This design comes from an exercise in tuning for small area and a short achievable clock period on the open sky130 flow, not from production work.
In this exercise RTL edits were held to simulation tests only and were not proved equivalent to the original.
Power figures rest on the tool's default switching activity, not on a simulated workload.

Design alu_result_stream, start of the top module:
module alu_result_stream (
  input  logic       clk,
  input  logic       reset,
  input  logic       clear,
  input  logic       wr_en,
  input  logic [7:0] wr_o,
  input  logic       wr_zr,
  input  logic       wr_ng,
  output logic       wr_full,
  output logic       overflow,
  output logic [7:0] count,
  output logic       rd_valid,
  input  logic       rd_ready,
  output logic [7:0] rd_o,
  output logic       rd_zr,
  output logic       rd_ng,
  output logic [4:0] rd_func,
  output logic [3:0] rd_opnd,
  output logic       rd_last
);
Size in the first run: roughly 4100 cells after synthesis, about 1900 flip-flops, ~46 I/O pins.
Settings: LEC_CHECK=0, CAP_MARGIN=30, CORE_MARGIN=2, CORE_UTILIZATION=70, CTS_BUF_LIST=sky130_fd_sc_hd__clkbuf_16, CTS_CLUSTER_DIAMETER=150, CTS_CLUSTER_SIZE=27, SETUP_SLACK_MARGIN=3.0, SLEW_MARGIN=30, TNS_END_PERCENT=10; clock period 5.5 ns.
run.sh (not shown) runs the stock make flow with config.mk's settings and CLKGATE_MAP_FILE= SYNTH_SCRIPT=/design/flow/synth_recipe.tcl, a recipe that flattens the netlist after the stock synthesis.
The starting point ran to the end with no violations.
Next try:
SETUP_SLACK_MARGIN = 3.2   (was 3.0)
After rerunning:
- wire length increases by 1.7%
- hold slack stays flat
- sequential power barely changes
- fmax increases by 9.3%
- setup slack improved by 0.23 ns
- synthesized area is unchanged
- design area increases by 1.8%
- core utilization increases by 1.3 points
- clock-buffer cell count stays the same
- critical path depth decreases by 7
- first-iteration DRC count increases by 3.4%
Next try:
CAP_MARGIN = 40   (was 30)
CORE_UTILIZATION = 65   (was 70)
CTS_CLUSTER_SIZE = 25   (was 27)
SETUP_SLACK_MARGIN = 3.1   (was 3.2)
SLEW_MARGIN = 40   (was 30)
TNS_END_PERCENT = default   (was 10)
=>
- core utilization is lower by 4.6 points
- total power rose by 1.2%
- non-clock buffer count rose by 26
- routed wire length rises by 2.6%
- critical path depth climbs by 7
- hold slack gets worse by 0.24 ns
- combinational power is about the same
- final area grows by about 0.9%
Next try:
CAP_MARGIN = 30   (was 40)
CORE_UTILIZATION = 70   (was 65)
CTS_CLUSTER_SIZE = 27   (was 25)
SETUP_SLACK_MARGIN = 3.0   (was 3.1)
SLEW_MARGIN = 30   (was 40)
Result: Wire length decreases by 3.8%. Setup slack gets better by 0.13 ns. Via count hardly moves. Worst hold slack gains 0.24 ns. Design area is lower by 1.8%. Power went down by about 1.5%. Global-route usage rises by 1.3 points. Fmax rises by 5.0%.

---

The RTL this note starts from:
==> flow/design.v <==
`default_nettype none
module alu_result_stream (
  input  logic       clk,
  input  logic       reset,
  input  logic       clear,
  input  logic       wr_en,
  input  logic [7:0] wr_o,
  input  logic       wr_zr,
  input  logic       wr_ng,
  output logic       wr_full,
  output logic       overflow,
  output logic [7:0] count,
  output logic       rd_valid,
  input  logic       rd_ready,
  output logic [7:0] rd_o,
  output logic       rd_zr,
  output logic       rd_ng,
  output logic [4:0] rd_func,
  output logic [3:0] rd_opnd,
  output logic       rd_last
);
  localparam int ROWS = 18;
  localparam int COLS = 10;
  logic [9:0]      r_mem [ROWS][COLS];
  logic [ROWS-1:0] r_wrow;    
  logic [COLS-1:0] r_wcol;
  logic [ROWS-1:0] r_rrow;    
  logic [COLS-1:0] r_rcol;
  logic [7:0]      r_count;
  logic [4:0]      r_func;
  logic [3:0]      r_opnd;
  logic            r_ovf;
  logic            r_full;
  logic            r_valid;
  logic            r_last;
  logic [9:0]      r_head;    
  logic            w_acc, w_pop;
  logic [9:0]      w_din;
  logic [9:0]      w_next;    
  assign w_din  = {wr_zr, wr_ng, wr_o};
  assign w_acc  = wr_en && !r_full;
  assign w_pop  = r_valid && rd_ready;
  for (genvar r = 0; r < ROWS; r++) begin : g_wr
    for (genvar c = 0; c < COLS; c++) begin : g_wc
      always_ff @(posedge clk) begin
        if (r_wrow[r] && r_wcol[c]) begin
          r_mem[r][c] <= w_din;
        end
      end
    end
  end
  logic [9:0] w_rowsel [ROWS];
  always_comb begin
    for (int r = 0; r < ROWS; r++) begin
      w_rowsel[r] = '0;
      for (int c = 0; c < COLS; c++) begin
        w_rowsel[r] = w_rowsel[r] | (r_mem[r][c] & {10{r_rcol[c]}});
      end
    end
    w_next = '0;
    for (int r = 0; r < ROWS; r++) begin
      w_next = w_next | (w_rowsel[r] & {10{r_rrow[r]}});
    end
  end
  logic c_is0, c_is1, c_is179;
  assign c_is0   = !r_valid;
  assign c_is1   = (r_count == 8'd1);
  assign c_is179 = (r_count == 8'd179);
  logic i_is178, i_is179;
  assign i_is178 = (r_func == 5'd17) && (r_opnd == 4'd8);
  assign i_is179 = (r_func == 5'd17) && (r_opnd == 4'd9);
  always_ff @(posedge clk or negedge reset) begin
    if (!reset) begin
      r_wrow  <= ROWS'(1) << (ROWS - 1);
      r_wcol  <= COLS'(1) << (COLS - 1);
      r_rrow  <= ROWS'(1);
      r_rcol  <= COLS'(1);
      r_count <= 8'd0;
      r_func  <= 5'd0;
      r_opnd  <= 4'd0;
      r_ovf   <= 1'b0;
      r_full  <= 1'b0;
      r_valid <= 1'b0;
      r_last  <= 1'b0;
      r_head  <= 10'd0;
    end else if (clear) begin
      r_wrow  <= ROWS'(1) << (ROWS - 1);
      r_wcol  <= COLS'(1) << (COLS - 1);
      r_rrow  <= ROWS'(1);
      r_rcol  <= COLS'(1);
      r_count <= 8'd0;
      r_func  <= 5'd0;
      r_opnd  <= 4'd0;
      r_ovf   <= 1'b0;
      r_full  <= 1'b0;
      r_valid <= 1'b0;
      r_last  <= 1'b0;
      r_head  <= 10'd0;
    end else begin
      if (wr_en && r_full) begin
        r_ovf <= 1'b1;
      end
      if (w_acc) begin
        r_wcol <= {r_wcol[COLS-2:0], r_wcol[COLS-1]};
        if (r_wcol[COLS-1]) begin
          r_wrow <= {r_wrow[ROWS-2:0], r_wrow[ROWS-1]};
        end
      end
      if (w_pop) begin
        r_rcol <= {r_rcol[COLS-2:0], r_rcol[COLS-1]};
        if (r_rcol[COLS-1]) begin
          r_rrow <= {r_rrow[ROWS-2:0], r_rrow[ROWS-1]};
        end
        if (r_opnd == 4'd9) begin
          r_opnd <= 4'd0;
          r_func <= (r_func == 5'd17) ? 5'd0 : r_func + 5'd1;
        end else begin
          r_opnd <= r_opnd + 4'd1;
        end
      end
      case ({w_acc, w_pop})
        2'b10: begin
          r_count <= r_count + 8'd1;
          r_full  <= c_is179;
          r_valid <= 1'b1;
        end
        2'b01: begin
          r_count <= r_count - 8'd1;
          r_full  <= 1'b0;
          r_valid <= !c_is1;
        end
        default: ;
      endcase
      if (w_pop) begin
        r_last <= i_is178 && (w_acc || !c_is1);
      end else begin
        r_last <= i_is179 && (w_acc || !c_is0);
      end
      if (c_is0 || (c_is1 && w_pop)) begin
        r_head <= w_acc ? w_din : 10'd0;
      end else if (w_pop) begin
        r_head <= w_next;
      end
    end
  end
  assign wr_full  = r_full;
  assign overflow = r_ovf;
  assign count    = r_count;
  assign rd_valid = r_valid;
  assign rd_o     = r_head[7:0];
  assign rd_ng    = r_head[8];
  assign rd_zr    = r_head[9];
  assign rd_func  = r_func;
  assign rd_opnd  = r_opnd;
  assign rd_last  = r_last;
endmodule
`default_nettype wire
clock: 5.5 ns
lec_check: 0
cap_margin: 20
core_margin: 2
core_utilization: 40
setup_slack_margin: 3.2
slew_margin: 20
Change:
--- a/flow/config.mk
+++ b/flow/config.mk
@@ -7,0 +8 @@
+export ABC_CLOCK_PERIOD_IN_PS = 2000
@@ -10,2 +11,5 @@
-export CORE_UTILIZATION = 40
-export SETUP_SLACK_MARGIN = 3.2
+export CORE_UTILIZATION = 60
+export CTS_BUF_LIST = sky130_fd_sc_hd__clkbuf_16
+export CTS_CLUSTER_DIAMETER = 150
+export CTS_CLUSTER_SIZE = 25
+export SETUP_SLACK_MARGIN = 3.4
Outcome: The changed run completed with no timing, DRC or antenna violations; cell area is lower by a few percent; core utilization increases by 20 points; power went down by about a fifth; clock power goes down by well over a third; setup slack is better by 0.031 ns; combinational power went down slightly.
Change:
--- a/flow/config.mk
+++ b/flow/config.mk
@@ -8 +7,0 @@
-export ABC_CLOCK_PERIOD_IN_PS = 2000
After rerunning:
- The changed run completed with no timing, DRC or antenna violations
- final cell count does not change
- design area does not change
- sequential power barely changes

---

alu_result_stream, a different RTL version from the one above (not shown whole).
For scale: roughly 46 I/O pins, roughly 68000 um^2 of cells after synthesis.
==> flow/design.v (excerpt) <==
module alu_result_stream (
  input  logic       clk,
  input  logic       reset,
  input  logic       clear,
  input  logic       wr_en,
  input  logic [7:0] wr_o,
  input  logic       wr_zr,
  input  logic       wr_ng,
  output logic       wr_full,
  output logic       overflow,
  output logic [7:0] count,
  output logic       rd_valid,
  input  logic       rd_ready,
  output logic [7:0] rd_o,
  output logic       rd_zr,
  output logic       rd_ng,
  output logic [4:0] rd_func,
  output logic [3:0] rd_opnd,
  output logic       rd_last
);
export LEC_CHECK = 0
export CAP_MARGIN = 20
export CORE_MARGIN = 2
export CORE_UTILIZATION = 65
export CTS_BUF_LIST = sky130_fd_sc_hd__clkbuf_16
export CTS_CLUSTER_DIAMETER = 150
export CTS_CLUSTER_SIZE = 25
export SETUP_SLACK_MARGIN = 3.1
export SLEW_MARGIN = 20
create_clock -name core_clock -period 5.5 [get_ports {clk}]
The starting point completed and failed the layout checks on capacitance limit, slew limit.
==> next run, changes <==
--- a/flow/config.mk
+++ b/flow/config.mk
@@ -8 +8 @@
-export CAP_MARGIN = 20
+export CAP_MARGIN = 40
@@ -15 +15 @@
-export SLEW_MARGIN = 20
+export SLEW_MARGIN = 40
The new run produced a clean layout.
Maximum frequency rises by 3.4%.
First-iteration DRC count drops by 2.4%.
Setup slack improved by 0.088 ns.
Core utilization drops by 2.4 points.
Count of clock-buffer cells in the layout stays the same.

---

RTL: one of the versions met above, not the one the previous note started from.
Size in the first run: about 4100 cells after synthesis, ~1900 flip-flops, ~46 I/O pins, roughly 71000 sq um of cells after synthesis.
export LEC_CHECK = 0
export CAP_MARGIN = 30
export CORE_MARGIN = 2
export CORE_UTILIZATION = 70
export CTS_BUF_LIST = sky130_fd_sc_hd__clkbuf_16
export CTS_CLUSTER_DIAMETER = 150
export CTS_CLUSTER_SIZE = 27
export SETUP_SLACK_MARGIN = 3.2
export SLEW_MARGIN = 30
create_clock -name core_clock -period 5.5 [get_ports {clk}]
==> next run, changes <==
- CTS_CLUSTER_SIZE: 27 -> 30
- SETUP_SLACK_MARGIN: 3.2 -> 3.0
Effect: The changed run finished with timing, DRC and antenna clean; wire length shrinks by 2.9%; worst setup slack gains 0.0068 ns; final cell count fell by 1.5%; global-route usage shrinks by 0.78 points; count of clock-buffer cells in the layout shrinks by 6; design area shrinks by 3.3%; combinational power drops by about 10%; hold slack gains 0.018 ns; non-clock buffer count is lower by 66; utilization went down by 2.6 points.
==> next run, changes <==
- CTS_CLUSTER_SIZE: 30 -> 28
- SETUP_SLACK_MARGIN: 3.0 -> 3.05
=> Cell area goes up slightly. Total power goes up slightly. Hold slack got worse by 0.0057 ns. Global-route usage hardly moves. Final cell count goes up slightly. Non-clock buffer count went up by 23.
==> next run, changes <==
- CTS_CLUSTER_SIZE: 28 -> 27
- GPL_ROUTABILITY_DRIVEN: default -> 0
- SETUP_SLACK_MARGIN: 3.05 -> 3.0
Outcome:
- The new run ran to the end with no violations
- clock-buffer cell count rose by 4
- maximum frequency fell by 5.4%
- hold slack is better by 0.016 ns

---

alu_result_stream, a different RTL version from the one above (not shown whole).
Size: ~1900 flip-flops, about 46 I/O pins, roughly 0.069 sq mm of cells after synthesis.
// alu_result_stream
module alu_result_stream (
  input  logic       clk,
  input  logic       reset,
  input  logic       clear,
  input  logic       wr_en,
  input  logic [7:0] wr_o,
  input  logic       wr_zr,
  input  logic       wr_ng,
  output logic       wr_full,
  output logic       overflow,
  output logic [7:0] count,
  output logic       rd_valid,
  input  logic       rd_ready,
  output logic [7:0] rd_o,
  output logic       rd_zr,
  output logic       rd_ng,
  output logic [4:0] rd_func,
  output logic [3:0] rd_opnd,
  output logic       rd_last
);
Settings: LEC_CHECK=0, CAP_MARGIN=40, CORE_MARGIN=2, CORE_UTILIZATION=65, CTS_BUF_LIST=sky130_fd_sc_hd__clkbuf_16, CTS_CLUSTER_DIAMETER=150, CTS_CLUSTER_SIZE=25, SETUP_SLACK_MARGIN=2.9, SLEW_MARGIN=40; clock period 5.5 ns.
Edit:
--- a/flow/config.mk
+++ b/flow/config.mk
@@ -13,3 +13,3 @@
 export CTS_CLUSTER_SIZE = 25
-export SETUP_SLACK_MARGIN = 2.9
+export SETUP_SLACK_MARGIN = 3.3
 export SLEW_MARGIN = 40
Effect: Worst setup slack gets better by 36 ps. Die area does not change. Sequential power barely changes. Maximum frequency is higher by 1.4%. Final cell count increases by 1.6%. Register-to-register slack gains 40 ps.
Edit:
--- a/flow/config.mk
+++ b/flow/config.mk
@@ -7,9 +7,9 @@
 export LEC_CHECK = 0
-export CAP_MARGIN = 40
+export CAP_MARGIN = 30
 export CORE_MARGIN = 2
-export CORE_UTILIZATION = 65
+export CORE_UTILIZATION = 70
 export CTS_BUF_LIST = sky130_fd_sc_hd__clkbuf_16
 export CTS_CLUSTER_DIAMETER = 150
-export CTS_CLUSTER_SIZE = 25
-export SETUP_SLACK_MARGIN = 3.3
-export SLEW_MARGIN = 40
+export CTS_CLUSTER_SIZE = 30
+export SETUP_SLACK_MARGIN = 3.0
+export SLEW_MARGIN = 30
Result: The changed run ran to the end with no violations. Fmax increases by 2.1%. Count of clock-buffer cells in the layout shrinks by 10. Sequential share of layout area went up by 2.2 points. Register-to-register slack gains 50 ps.
Edit:
--- a/flow/config.mk
+++ b/flow/config.mk
@@ -7,9 +7,9 @@
 export LEC_CHECK = 0
-export CAP_MARGIN = 30
+export CAP_MARGIN = 40
 export CORE_MARGIN = 2
-export CORE_UTILIZATION = 70
+export CORE_UTILIZATION = 65
 export CTS_BUF_LIST = sky130_fd_sc_hd__clkbuf_16
 export CTS_CLUSTER_DIAMETER = 150
-export CTS_CLUSTER_SIZE = 30
-export SETUP_SLACK_MARGIN = 3.0
-export SLEW_MARGIN = 30
+export CTS_CLUSTER_SIZE = 25
+export SETUP_SLACK_MARGIN = 3.1
+export SLEW_MARGIN = 40
Worst setup slack got worse by 43 ps. Fmax went down by 1.7%. Cell area went up by 1.8%. Cell count went up by 3.6%. Count of clock-buffer cells in the layout went up by 12.
Edit:
--- a/flow/config.mk
+++ b/flow/config.mk
@@ -7,5 +7,5 @@
 export LEC_CHECK = 0
-export CAP_MARGIN = 40
+export CAP_MARGIN = 30
 export CORE_MARGIN = 2
-export CORE_UTILIZATION = 65
+export CORE_UTILIZATION = 70
 export CTS_BUF_LIST = sky130_fd_sc_hd__clkbuf_16
@@ -14,2 +14,2 @@
 export SETUP_SLACK_MARGIN = 3.1
-export SLEW_MARGIN = 40
+export SLEW_MARGIN = 30
The changed run completed with no timing, DRC or antenna violations.
Routed wire length came out lower by a few percent.
Die area came out lower by a little under a tenth.
Power hardly moves.
Synthesized cell count is unchanged.

separate check: timing with driven ports:
No port has a modelled driver above. Below, the same layouts with a new extraction and two added sets of constraints.
Step 1, drivers: a clkbuf_16 drives clk and a buf_2 each remaining input, both assumed.
Step 2 moves the port delays by t, midway between the first and last clock arrival at a register: inputs arrive t later, outputs are due t later. That takes back most of the time a late clock gives input paths.
Slacks: ideal / step 1 / step 2; pairs: ideal / step 1.
run	t (ns)	slack for setup (ns)	worst setup path at the end	worst register clock-pin slew, ns	worst slew at a driven data input, ns
the first run of note 1	0.771	2.727 / 2.727 / 2.050	input to register	0.11 / 0.11	0.14
the second run of note 1	0.770	2.962 / 2.891 / 2.254	input to register	0.11 / 0.11	0.13
the third run of note 1	0.778	2.841 / 2.841 / 2.270	input to register	0.11 / 0.11	0.18
the fourth run of note 1	0.768	2.968 / 2.906 / 2.281	input to register	0.11 / 0.11	0.12
the first run of note 2	0.901	2.619 / 2.619 / 2.491	input to register	0.07 / 0.07	0.07
the second run of note 2	0.788	2.650 / 2.650 / 2.477	input to register	0.11 / 0.11	0.05
the third run of note 2	0.788	2.650 / 2.650 / 2.477	input to register	0.11 / 0.11	0.05
the first run of note 3	0.791	2.847 / 2.847 / 2.243	input to register	0.10 / 0.10	0.04
the second run of note 3	0.782	2.935 / 2.922 / 2.482	input to register	0.10 / 0.10	0.05
the first run of note 4	0.763	2.964 / 2.906 / 2.423	input to register	0.12 / 0.12	0.13
the second run of note 4	0.764	2.970 / 2.898 / 2.196	input to register	0.12 / 0.12	0.14
the third run of note 4	0.767	2.978 / 2.907 / 2.269	input to register	0.12 / 0.12	0.13
the fourth run of note 4	0.780	2.834 / 2.813 / 2.233	input to register	0.11 / 0.11	0.14
the first run of note 5	0.780	2.858 / 2.841 / 2.209	input to register	0.10 / 0.10	0.06
the second run of note 5	0.770	2.893 / 2.893 / 2.542	input to register	0.11 / 0.11	0.07
the third run of note 5	0.762	2.948 / 2.930 / 2.367	input to register	0.12 / 0.12	0.06
the fourth run of note 5	0.770	2.905 / 2.905 / 2.462	input to register	0.11 / 0.11	0.07
the fifth run of note 5	0.775	2.911 / 2.911 / 2.306	input to register	0.11 / 0.11	0.06
The setup slack of the second run of note 4, which loses most, moves by -0.072 ns with the drivers and by -0.774 ns with both steps.
